Background: an optimization exercise with open tools, aiming at small area and a short achievable clock period. Do not read the settings as production practice.
Only simulation tests tie the RTL to the original design; equivalence was not proved.
Power is estimated from default activity; no workload was simulated.

[design/flow/design.v]
`default_nettype none
package bmu_pkg;
  localparam int XLEN = 32;
  localparam int SHAMT_W = 5;
  localparam int COUNT_W = 6;
  localparam int OP_W = 6;
  typedef enum logic [OP_W-1:0] {
    OP_NONE,
    OP_ADD,
    OP_SUB,
    OP_SH1ADD,
    OP_SH2ADD,
    OP_SH3ADD,
    OP_SLT,
    OP_SLTU,
    OP_MIN,
    OP_MAX,
    OP_MINU,
    OP_MAXU,
    OP_AND,
    OP_OR,
    OP_XOR,
    OP_ANDN,
    OP_ORN,
    OP_XNOR,
    OP_SLL,
    OP_SRL,
    OP_SRA,
    OP_ROL,
    OP_ROR,
    OP_BEXT,
    OP_BSET,
    OP_BCLR,
    OP_BINV,
    OP_CLZ,
    OP_CTZ,
    OP_CPOP,
    OP_SEXT_B,
    OP_SEXT_H,
    OP_PACK,
    OP_PACKU,
    OP_PACKH,
    OP_REV8,
    OP_ORC_B
  } bmu_op_e;
  localparam logic [OP_W-1:0] OP_LAST = OP_ORC_B;
endpackage
`default_nettype wire
`default_nettype none
module bmu_arith (
  input  logic [bmu_pkg::XLEN-1:0] a,
  input  logic [bmu_pkg::XLEN-1:0] b,
  input  logic                     sub_op,    
  input  logic                     sh1,       
  input  logic                     sh2,       
  input  logic                     sh3,       
  input  logic                     cmp_s,     
  input  logic                     sel_sum,   
  output logic [bmu_pkg::XLEN-1:0] sum_out,
  output logic                     lt
);
  logic [bmu_pkg::XLEN-1:0] a_pre;
  logic [bmu_pkg::XLEN-1:0] b_mod;
  logic [bmu_pkg::XLEN:0]   sum;
  logic                     no_pre;
  assign no_pre = ~(sh1 | sh2 | sh3);
  always_comb begin
    for (int i = 0; i < bmu_pkg::XLEN; i++) begin
      a_pre[i] = (no_pre & a[i])
               | (sh1 & ((i >= 1) ? a[(i >= 1) ? i-1 : 0] : 1'b0))
               | (sh2 & ((i >= 2) ? a[(i >= 2) ? i-2 : 0] : 1'b0))
               | (sh3 & ((i >= 3) ? a[(i >= 3) ? i-3 : 0] : 1'b0));
    end
  end
  assign b_mod = b ^ {bmu_pkg::XLEN{sub_op}};
  assign sum   = {1'b0, a_pre} + {1'b0, b_mod} + {{bmu_pkg::XLEN{1'b0}}, sub_op};
  always_comb begin
    if (a[bmu_pkg::XLEN-1] ^ b[bmu_pkg::XLEN-1])
      lt = cmp_s ? a[bmu_pkg::XLEN-1] : b[bmu_pkg::XLEN-1];
    else
      lt = sum[bmu_pkg::XLEN-1];
  end
  assign sum_out = sum[bmu_pkg::XLEN-1:0] & {bmu_pkg::XLEN{sel_sum}};
endmodule
`default_nettype wire
`default_nettype none
module bmu_shift (
  input  logic [bmu_pkg::XLEN-1:0]    a,
  input  logic [bmu_pkg::SHAMT_W-1:0] sh,
  input  logic                        left,      
  input  logic                        sel_rot,   
  input  logic                        sel_sll,
  input  logic                        sel_srx,   
  input  logic                        sel_sra,
  input  logic                        sel_bext,
  input  logic                        bit_op,    
  output logic [bmu_pkg::XLEN-1:0]    shift_result,
  output logic [bmu_pkg::XLEN-1:0]    onehot
);
  logic [bmu_pkg::SHAMT_W-1:0] amt;
  logic [bmu_pkg::XLEN-1:0]    r0, r1, r2, r3, r4, r5;
  logic [bmu_pkg::XLEN-1:0]    therm;    
  logic [bmu_pkg::XLEN-1:0]    keep;
  logic                        fill;
  assign amt = left ? (~sh + 5'd1) : sh;
  assign r0 = a;
  assign r1 = amt[0] ? {r0[0],    r0[31:1]}  : r0;
  assign r2 = amt[1] ? {r1[1:0],  r1[31:2]}  : r1;
  assign r3 = amt[2] ? {r2[3:0],  r2[31:4]}  : r2;
  assign r4 = amt[3] ? {r3[7:0],  r3[31:8]}  : r3;
  assign r5 = amt[4] ? {r4[15:0], r4[31:16]} : r4;
  always_comb begin
    for (int j = 0; j < bmu_pkg::XLEN; j++) begin
      therm[j] = (j >= sh);
    end
    for (int i = 0; i < bmu_pkg::XLEN; i++) begin
      onehot[i] = bit_op & therm[i] & ~((i > 0) ? therm[(i > 0) ? i-1 : 0] : 1'b0);
      keep[i]   = sel_rot | (sel_sll & therm[i]) | (sel_srx & therm[bmu_pkg::XLEN-1-i]) |
                  ((i == 0) & sel_bext);
    end
  end
  assign fill = sel_sra & a[bmu_pkg::XLEN-1];
  always_comb begin
    for (int i = 0; i < bmu_pkg::XLEN; i++) begin
      shift_result[i] = keep[i] ? r5[i] : fill;
    end
  end
endmodule
`default_nettype wire
`default_nettype none
module bmu_bitcount (
  input  logic [bmu_pkg::XLEN-1:0]    a,
  input  logic                        sel_clz,
  input  logic                        sel_ctz,
  input  logic                        sel_cpop,
  output logic [bmu_pkg::COUNT_W-1:0] count_result
);
  logic [bmu_pkg::XLEN-1:0]    x;
  logic [bmu_pkg::XLEN-1:0]    a_rev;
  logic [bmu_pkg::COUNT_W-1:0] pop_cnt;
  logic [bmu_pkg::COUNT_W-1:0] lz_cnt;
  logic [bmu_pkg::COUNT_W-1:0] tz_cnt;
  assign x = a;
  always_comb begin
    for (int i = 0; i < bmu_pkg::XLEN; i++) a_rev[i] = a[bmu_pkg::XLEN-1-i];
  end
  function automatic logic [5:0] lzc32(input logic [31:0] v);
    logic [15:0] v1; logic [15:0]     c1;
    logic [7:0]  v2; logic [7:0][1:0] c2;
    logic [3:0]  v3; logic [3:0][2:0] c3;
    logic [1:0]  v4; logic [1:0][3:0] c4;
    logic        v5; logic [4:0]      c5;
    for (int p = 0; p < 16; p++) begin
      v1[p] = v[2*p+1] | v[2*p];
      c1[p] = ~v[2*p+1];
    end
    for (int p = 0; p < 8; p++) begin
      v2[p] = v1[2*p+1] | v1[2*p];
      c2[p] = v1[2*p+1] ? {1'b0, c1[2*p+1]} : {1'b1, c1[2*p]};
    end
    for (int p = 0; p < 4; p++) begin
      v3[p] = v2[2*p+1] | v2[2*p];
      c3[p] = v2[2*p+1] ? {1'b0, c2[2*p+1]} : {1'b1, c2[2*p]};
    end
    for (int p = 0; p < 2; p++) begin
      v4[p] = v3[2*p+1] | v3[2*p];
      c4[p] = v3[2*p+1] ? {1'b0, c3[2*p+1]} : {1'b1, c3[2*p]};
    end
    v5 = v4[1] | v4[0];
    c5 = v4[1] ? {1'b0, c4[1]} : {1'b1, c4[0]};
    lzc32 = {~v5, c5 & {5{v5}}};
  endfunction
  assign lz_cnt = lzc32(a);
  assign tz_cnt = lzc32(a_rev);
  logic t1, t2, t3, t4, t5, t6, t7, t8, t9, t10, t11, t12, t13, t14, t15, t16, t17, t18, t19, t20, t21, t22, t23, t24, t25, t26, t27, t28, t29, t30, t31, t32, t33, t34, t35, t36, t37, t38, t39, t40, t41, t42, t43, t44, t45, t46, t47, t48, t49, t50, t51, t52, t53, t54, t55, t56, t57, t58;
  assign t1 = x[0] ^ x[1] ^ x[2];
  assign t2 = (x[0] & x[1]) | (x[0] & x[2]) | (x[1] & x[2]);
  assign t3 = x[3] ^ x[4] ^ x[5];
  assign t4 = (x[3] & x[4]) | (x[3] & x[5]) | (x[4] & x[5]);
  assign t5 = x[6] ^ x[7] ^ x[8];
  assign t6 = (x[6] & x[7]) | (x[6] & x[8]) | (x[7] & x[8]);
  assign t7 = x[9] ^ x[10] ^ x[11];
  assign t8 = (x[9] & x[10]) | (x[9] & x[11]) | (x[10] & x[11]);
  assign t9 = x[12] ^ x[13] ^ x[14];
  assign t10 = (x[12] & x[13]) | (x[12] & x[14]) | (x[13] & x[14]);
  assign t11 = x[15] ^ x[16] ^ x[17];
  assign t12 = (x[15] & x[16]) | (x[15] & x[17]) | (x[16] & x[17]);
  assign t13 = x[18] ^ x[19] ^ x[20];
  assign t14 = (x[18] & x[19]) | (x[18] & x[20]) | (x[19] & x[20]);
  assign t15 = x[21] ^ x[22] ^ x[23];
  assign t16 = (x[21] & x[22]) | (x[21] & x[23]) | (x[22] & x[23]);
  assign t17 = x[24] ^ x[25] ^ x[26];
  assign t18 = (x[24] & x[25]) | (x[24] & x[26]) | (x[25] & x[26]);
  assign t19 = x[27] ^ x[28] ^ x[29];
  assign t20 = (x[27] & x[28]) | (x[27] & x[29]) | (x[28] & x[29]);
  assign t21 = x[30] ^ x[31];
  assign t22 = x[30] & x[31];
  assign t23 = t1 ^ t3 ^ t5;
  assign t24 = (t1 & t3) | (t1 & t5) | (t3 & t5);
  assign t25 = t7 ^ t9 ^ t11;
  assign t26 = (t7 & t9) | (t7 & t11) | (t9 & t11);
  assign t27 = t13 ^ t15 ^ t17;
  assign t28 = (t13 & t15) | (t13 & t17) | (t15 & t17);
  assign t29 = t19 ^ t21;
  assign t30 = t19 & t21;
  assign t31 = t2 ^ t4 ^ t6;
  assign t32 = (t2 & t4) | (t2 & t6) | (t4 & t6);
  assign t33 = t8 ^ t10 ^ t12;
  assign t34 = (t8 & t10) | (t8 & t12) | (t10 & t12);
  assign t35 = t14 ^ t16 ^ t18;
  assign t36 = (t14 & t16) | (t14 & t18) | (t16 & t18);
  assign t37 = t20 ^ t22;
  assign t38 = t20 & t22;
  assign t39 = t23 ^ t25 ^ t27;
  assign t40 = (t23 & t25) | (t23 & t27) | (t25 & t27);
  assign t41 = t24 ^ t26 ^ t28;
  assign t42 = (t24 & t26) | (t24 & t28) | (t26 & t28);
  assign t43 = t30 ^ t31 ^ t33;
  assign t44 = (t30 & t31) | (t30 & t33) | (t31 & t33);
  assign t45 = t35 ^ t37;
  assign t46 = t35 & t37;
  assign t47 = t32 ^ t34 ^ t36;
  assign t48 = (t32 & t34) | (t32 & t36) | (t34 & t36);
  assign t49 = t40 ^ t41 ^ t43;
  assign t50 = (t40 & t41) | (t40 & t43) | (t41 & t43);
  assign t51 = t42 ^ t44 ^ t46;
  assign t52 = (t42 & t44) | (t42 & t46) | (t44 & t46);
  assign t53 = t47 ^ t38;
  assign t54 = t47 & t38;
  assign t55 = t50 ^ t51 ^ t53;
  assign t56 = (t50 & t51) | (t50 & t53) | (t51 & t53);
  assign t57 = t52 ^ t54 ^ t48;
  assign t58 = (t52 & t54) | (t52 & t48) | (t54 & t48);
  assign pop_cnt = {1'b0, t58, t56, t55, t49, t39} + {1'b0, 1'b0, t57, 1'b0, t45, t29};
  assign count_result = ({bmu_pkg::COUNT_W{sel_clz}}  & lz_cnt) |
                        ({bmu_pkg::COUNT_W{sel_ctz}}  & tz_cnt) |
                        ({bmu_pkg::COUNT_W{sel_cpop}} & pop_cnt);
endmodule
`default_nettype wire
`default_nettype none
module bmu_logic (
  input  logic [bmu_pkg::XLEN-1:0] a,
  input  logic [bmu_pkg::XLEN-1:0] b,
  input  logic [bmu_pkg::XLEN-1:0] onehot,    
  input  logic                     bit_op,    
  input  logic [3:0]               tt,        
  output logic [bmu_pkg::XLEN-1:0] logic_result
);
  logic [bmu_pkg::XLEN-1:0] y;
  assign y = (b & {bmu_pkg::XLEN{~bit_op}}) | onehot;
  always_comb begin
    for (int i = 0; i < bmu_pkg::XLEN; i++) begin
      logic_result[i] = a[i] ? (y[i] ? tt[3] : tt[2]) : (y[i] ? tt[1] : tt[0]);
    end
  end
endmodule
`default_nettype wire
`default_nettype none
module bmu_top (
  input  logic                          clk,
  input  logic                          arst_n,
  input  logic                          valid_in,
  input  logic [bmu_pkg::OP_W-1:0]      op,
  input  logic [bmu_pkg::XLEN-1:0]      a_in,
  input  logic [bmu_pkg::XLEN-1:0]      b_in,
  input  logic                          csr_ren_in,
  input  logic [bmu_pkg::XLEN-1:0]      csr_rddata_in,
  output logic [bmu_pkg::XLEN-1:0]      result_ff,
  output logic                          error
);
  localparam int XLEN = bmu_pkg::XLEN;
  logic [XLEN-1:0] sum_out;
  logic [XLEN-1:0] logic_result;
  logic [XLEN-1:0] shift_result;
  logic [XLEN-1:0] onehot;
  logic [bmu_pkg::COUNT_W-1:0] count_result;
  logic [XLEN-1:0] perm_result;
  logic [XLEN-1:0] csr_result;
  logic [XLEN-1:0] result_nxt;
  logic            error_nxt;
  logic            lt;
  logic            ok;         
  logic [3:0]      tt;
  logic [3:0]      tt_op;
  logic            sel_a;
  logic            slt_bit;
  logic [36:0] d;
  always_comb begin
    for (int k = 0; k <= 36; k++) d[k] = (op == k);
  end
  assign ok        = ~csr_ren_in;
  assign error_nxt = (op > bmu_pkg::OP_LAST) || (csr_ren_in && (op != bmu_pkg::OP_NONE));
  bmu_arith arith_i (
    .a       (a_in),
    .b       (b_in),
    .sub_op  (d[2] | d[6] | d[7] | d[8] | d[9] | d[10] | d[11]),
    .sh1     (d[3]),
    .sh2     (d[4]),
    .sh3     (d[5]),
    .cmp_s   (d[6] | d[8] | d[9]),
    .sel_sum (ok & (d[1] | d[2] | d[3] | d[4] | d[5])),
    .sum_out (sum_out),
    .lt      (lt)
  );
  assign slt_bit = ok & (d[6] | d[7]) & lt;
  assign sel_a = lt ^ (d[9] | d[11]);
  always_comb begin
    tt_op[3] = d[8] | d[9] | d[10] | d[11] | d[12] | d[13] | d[16] | d[17] | d[24];
    tt_op[2] = ((d[8] | d[9] | d[10] | d[11]) & sel_a) |
            d[13] | d[14] | d[15] | d[16] | d[24] | d[25] | d[26];
    tt_op[1] = ((d[8] | d[9] | d[10] | d[11]) & ~sel_a) |
            d[13] | d[14] | d[24] | d[26];
    tt_op[0] = d[16] | d[17];
    tt       = tt_op & {4{ok}};
  end
  bmu_shift shift_i (
    .a            (a_in),
    .sh           (b_in[bmu_pkg::SHAMT_W-1:0]),
    .left         (d[18] | d[21]),
    .sel_rot      (ok & (d[21] | d[22])),
    .sel_sll      (ok & d[18]),
    .sel_srx      (ok & (d[19] | d[20])),
    .sel_sra      (ok & d[20]),
    .sel_bext     (ok & d[23]),
    .bit_op       (d[24] | d[25] | d[26]),
    .shift_result (shift_result),
    .onehot       (onehot)
  );
  bmu_logic logic_i (
    .a            (a_in),
    .b            (b_in),
    .onehot       (onehot),
    .bit_op       (d[24] | d[25] | d[26]),
    .tt           (tt),
    .logic_result (logic_result)
  );
  bmu_bitcount bitcount_i (
    .a            (a_in),
    .sel_clz      (ok & d[27]),
    .sel_ctz      (ok & d[28]),
    .sel_cpop     (ok & d[29]),
    .count_result (count_result)
  );
  always_comb begin
    for (int i = 0; i < XLEN; i++) begin
      perm_result[i] =
          (d[30] & ((i < 8)  ? a_in[i] : a_in[7]))
        | (d[31] & ((i < 16) ? a_in[i] : a_in[15]))
        | (d[32] & ((i < 16) ? a_in[i] : b_in[(i + 16) % XLEN]))
        | (d[33] & ((i < 16) ? a_in[(i + 16) % XLEN] : b_in[i]))
        | (d[34] & ((i < 8)  ? a_in[i] : (i < 16) ? b_in[(i + 24) % XLEN] : 1'b0))
        | (d[35] & a_in[8*(3 - i/8) + i%8])
        | (d[36] & (|a_in[8*(i/8) +: 8]));
      perm_result[i] = perm_result[i] & ok;
    end
  end
  assign csr_result = {XLEN{csr_ren_in & d[0]}} & csr_rddata_in;
  assign result_nxt = sum_out | logic_result | shift_result | perm_result | csr_result |
                      {{(XLEN-bmu_pkg::COUNT_W){1'b0}}, count_result} |
                      {{(XLEN-1){1'b0}}, slt_bit};
  always_ff @(posedge clk or negedge arst_n) begin
    if (!arst_n) begin
      result_ff <= '0;
      error     <= 1'b0;
    end else if (valid_in) begin
      result_ff <= result_nxt;
      error     <= error_nxt;
    end
  end
endmodule
`default_nettype wire
[design/flow/run.sh]
#!/bin/bash
# synth_recipe.tcl (not shown) runs the flow's synth.tcl, then flattens the netlist and writes it again
# the make line also repeats each setting of config.mk as NAME=value (left out here)
make -C /OpenROAD-flow-scripts/flow DESIGN_CONFIG=/design/flow/config.mk WORK_HOME=/design/flow/orfs CLKGATE_MAP_FILE= SYNTH_SCRIPT=/design/flow/synth_recipe.tcl finish
[design/flow/config.mk]
export PLATFORM = sky130hd
export DESIGN_NAME = bmu_top
export DESIGN_NICKNAME = bmu_top
export VERILOG_FILES = /design/flow/design.v
export SDC_FILE = /design/flow/constraint.sdc
export NUM_CORES = 4
export LEC_CHECK = 0
export CAP_MARGIN = 20
export CORE_MARGIN = 2
export CORE_UTILIZATION = 40
export SLEW_MARGIN = 20
[design/flow/constraint.sdc]
create_clock -name core_clock -period 25.0 [get_ports {clk}]
set_input_delay 5.0000 -clock core_clock [delete_from_list [all_inputs] [get_ports {clk}]]
set_output_delay 5.0000 -clock core_clock [all_outputs]
set_load 0.01 [all_outputs]
==> flow_metrics.tcl <==
set metrics [dict create \
    peakVddDrop_v 0.0000791 \
    cts.repair.resized 0 \
    routabilityCongestion 1.11 \
    synth-edff-count 0 \
    synthCells 1749 \
    grt_pass1_wl_um 102000 \
    clk_pin_slew_ns 0.06 \
    rsz0062_at_grt "no" \
    critPathArrivalTime_ns 11.09 \
    dieWidth_um 179 \
    avgSynthCellArea_um2 6.99 \
    wl_per_cell_um 32.6 \
    start_util_pct 40.3 \
    outcome "finished clean" \
    p_leak_nw 5.60 \
    yosys_warnings 5 \
    power.internal_uw 269 \
    root_buffer "clkbuf_16" \
    path_buf_inv 1 \
    cp_max_fo 22 \
    required_ns 25.15 \
    drt_iter0_markers 2783 \
    finalCritPeriodShare_pct 43.7 \
    path_common_cell "nand2_1" \
    synth_top_flop_cell "dfrtp_1" \
    die_h_um 179 \
    clockPowerShare_pct 13.7 \
    drive_above_1_share_pct 9.40 \
    final-setup-viol-count 0 \
    clock_latency_ns 0.29 \
    htree_levels 2 \
    drc 0 \
    nets 1987 \
    fmax_ghz 0.0915 \
    fillerInstances 3124 \
    slew_viol_final 0 \
    fin_tns_setup_ns 0 \
    final_antenna_net_count 0 \
    critPathLaunchType "input pin" \
    cts_buffers 5 \
    ys_types 93 \
    dr.pass1.iters 10 \
    finalClockSkew_ns 0 \
    yosysSeqAreaShare_pct 6.75 \
    rows 64 \
    final_common_cell "nand2_1" \
    portBuffers 138 \
    drv_cap 0 \
    path_cells "clkdlybuf4s50_1, or3_4, a21oi_2, o21ai_0, ha_1, and4_1, nand2_1, nor4_2, o2111ai_1, nand2_1, mux2i_1, a31oi_2, a2111oi_0, nor3_1" \
    endpoint_kind "flip-flop" \
    routed_wl_um 71800 \
    avgViaCountPerCell 7.17 \
    final_util_pct 46.9 \
    syn2layout_area_growth_pct 16.5 \
    slew_headroom_pct 16.8 \
    fin_crit_ns 10.93 \
    async_reset_ff_share_pct 100 \
    cts_setup_buffers 0 \
    gr-total-overflow 0 \
    core_region_area_um2 30300 \
    layout_common_cells "nand2_1 (200), a21oi_1 (173), nor2_1 (165), clkdlybuf4s50_1 (134), mux2i_1 (114)" \
    holdBufCountCts 0 \
    crit_slowest_cell "clkdlybuf4s50_1" \
    totalPowerFinal_uw 551 \
    hold_class "reg2reg" \
    cp_slowest_stage_delay_ns 0.84 \
    io_pins 139 \
    power.density_nw_per_um2 38.7 \
    cts_tree "yes" \
    antenna_found_initial 5 \
    pwr-share-comb_pct 74.6 \
    max-clock-path-buffers 2 \
    hold_violations 0 \
    die_area_um2 32000 \
    vias 15805 \
    syn_area_um2 12200 \
    critical_path.top_delay_family "compound AO/OA/AOI/OAI gates" \
    grt.total_usage_pct 44.4 \
    clkSinkCount 33 \
    p_sw_uw 281 \
    synth_nets 1929 \
    path_class "in2reg" \
    swShare_pct 51.1 \
    grt_pass1_vias 14612 \
    dp_hpwl_um 52700 \
    grt_max_degree 63 \
    worstMarginPinSlew_ns 1.24 \
    pwr-share-seq_pct 11.7 \
    synth-seq-cells 33 \
]
-- per-stage QoR --
stage	std cells	area, um2	hold slack, ns	setup slack [ns]
final	2205	14200	0.515	14.07
after global routing	2204	14200	0.551	13.75
after CTS	2204	14200	0.521	14.21
after detailed placement	2196	14100	0.507	13.94
after global placement	2196	14100	0.490	14.09
after floorplan	1749	12200	0.537	15.68
-- cells in the mapped netlist, drive strengths merged (8+ instances only) --
master	count	area share [%]
dfrtp	33	6.8
a21o	18	1.2
nor4	25	1.3
nand4	9	0.46
a221oi	18	1.3
nor3	62	2.5
nand2b	14	0.72
a22oi	20	1.2
a21oi	174	7.1
ha	48	4.9
xor2	34	2.4
xnor2	30	2.4
nand2	200	6.1
a2111oi	14	1.2
fa	26	4.3
nor3b	10	0.70
mux2i	114	9.3
or2	9	0.46
and2	14	0.72
clkbuf	113	3.5
o22ai	28	1.4
a222oi	30	2.5
buf	39	1.5
a211oi	21	1.3
inv	63	1.9
nand3	19	0.78
o221ai	14	1.0
a31oi	28	1.4
o21ai	119	4.9
mux2	23	2.1
and3	11	0.56
o211ai	40	2.5
nor2	166	5.1
nor2b	11	0.56
or3	14	0.76
mux4	28	5.2
a221o	8	0.65
-- cell type report --
class	instances	area (um2)	share of cell area, %
repair buffers	203	1850	13.0
flip-flops and latches	33	826	5.80
clock buffers	7	143	1.00
diodes	1	2.50	0.0176
inverters	64	240	1.69
clock inverters	1	30.0	0.211
well taps	396	495	3.48
multi-input cells	1500	10700	74.8
-- path summary, 6_finish.rpt --
check | start | to | slack [ns] | cells after the start
worst max-delay path | op[3] | result_ff[20]$_DFFE_PN0P_ | 14.07 | 14
worst min-delay path | result_ff[26]$_DFFE_PN0P_ | result_ff[26]$_DFFE_PN0P_ | 0.51 | 1
worst max register to register | result_ff[0]$_DFFE_PN0P_ | result_ff[0]$_DFFE_PN0P_ | 23.88 | 3
worst min register to register | result_ff[26]$_DFFE_PN0P_ | result_ff[26]$_DFFE_PN0P_ | 0.51 | 1
max in group asynchronous | arst_n | result_ff[20]$_DFFE_PN0P_ | 19.51 | 2
min in group asynchronous | arst_n | result_ff[1]$_DFFE_PN0P_ | 5.15 | 2
-- cell families (layout without fill, tap and decap cells) --
| group | after synthesis | count (layout) | synth area share [%] |
|---|---|---|---|
| xor gates and xnor gates | 65 | 65 | 4.98 |
| muxes | 165 | 165 | 16.6 |
| and+or+nand+nor | 584 | 584 | 22.2 |
| other | 0 | 1 | 0 |
| DFF | 33 | 33 | 6.75 |
| AOI/OAI and AO/OA | 612 | 612 | 33.3 |
| adders and majority gates | 74 | 74 | 9.17 |
| buffers and inverters | 216 | 275 | 6.91 |
-- power groups by stage --
| stage | Clock, mW | Sequential, mW | Combinational, mW |
|---|---|---|---|
| after detailed placement | 0 | 0.0655 | 0.397 |
| final | 0.0752 | 0.0647 | 0.411 |
| after global placement | 0 | 0.0655 | 0.393 |
| after CTS | 0.0753 | 0.0646 | 0.399 |
| after floorplan | 0 | 0.0678 | 0.247 |
| after global routing | 0.0777 | 0.0654 | 0.439 |
-- sequential cells by signal (all words and copies together), names as in the netlist --
| register | flops |
|---|---|
| error | 1 |
| result_ff | 32 |
-- metal layers --
metal | wire, um | share of wire (%) | vias to the layer above | GRT usage (%)
met4 | 5520 | 7.7 | 8 | 26.5
met5 | 81 | 0.11 | - | 0
met3 | 9890 | 14 | 323 | 13.0
li1 | - | - | 6746 | -
met2 | 28600 | 40 | 1244 | 62.6
met1 | 27700 | 39 | 7484 | 59.4

[re-timing with driven ports]
The results above use ideal ports. As a check the final layout listed here was re-extracted and re-timed, cells and wires unchanged. Step 1 (the two cells are an assumption about what drives the block):
set clk [get_ports {clk}]
set_driving_cell -lib_cell sky130_fd_sc_hd__clkbuf_16 $clk
set_driving_cell -lib_cell sky130_fd_sc_hd__buf_2 [delete_from_list [all_inputs] $clk]
Step 2 adds t to the input delays and takes it off the output delays; t is the mean of the earliest and latest rising clock arrival at the registers after step 1. Input paths then give back, and output paths get back, about the clock's delay inside the block. a / b / c = ideal / step 1 / step 2; a / b = the first two.
t, ns: 0.317
setup WS [ns]: 14.068 / 14.078 / 13.761
worst data-port slew with drivers (ns): 0.04
After both steps setup and hold are still met in this run. For this run, drivers alone change the setup slack by +0.010 ns; drivers and shift together by -0.307 ns.
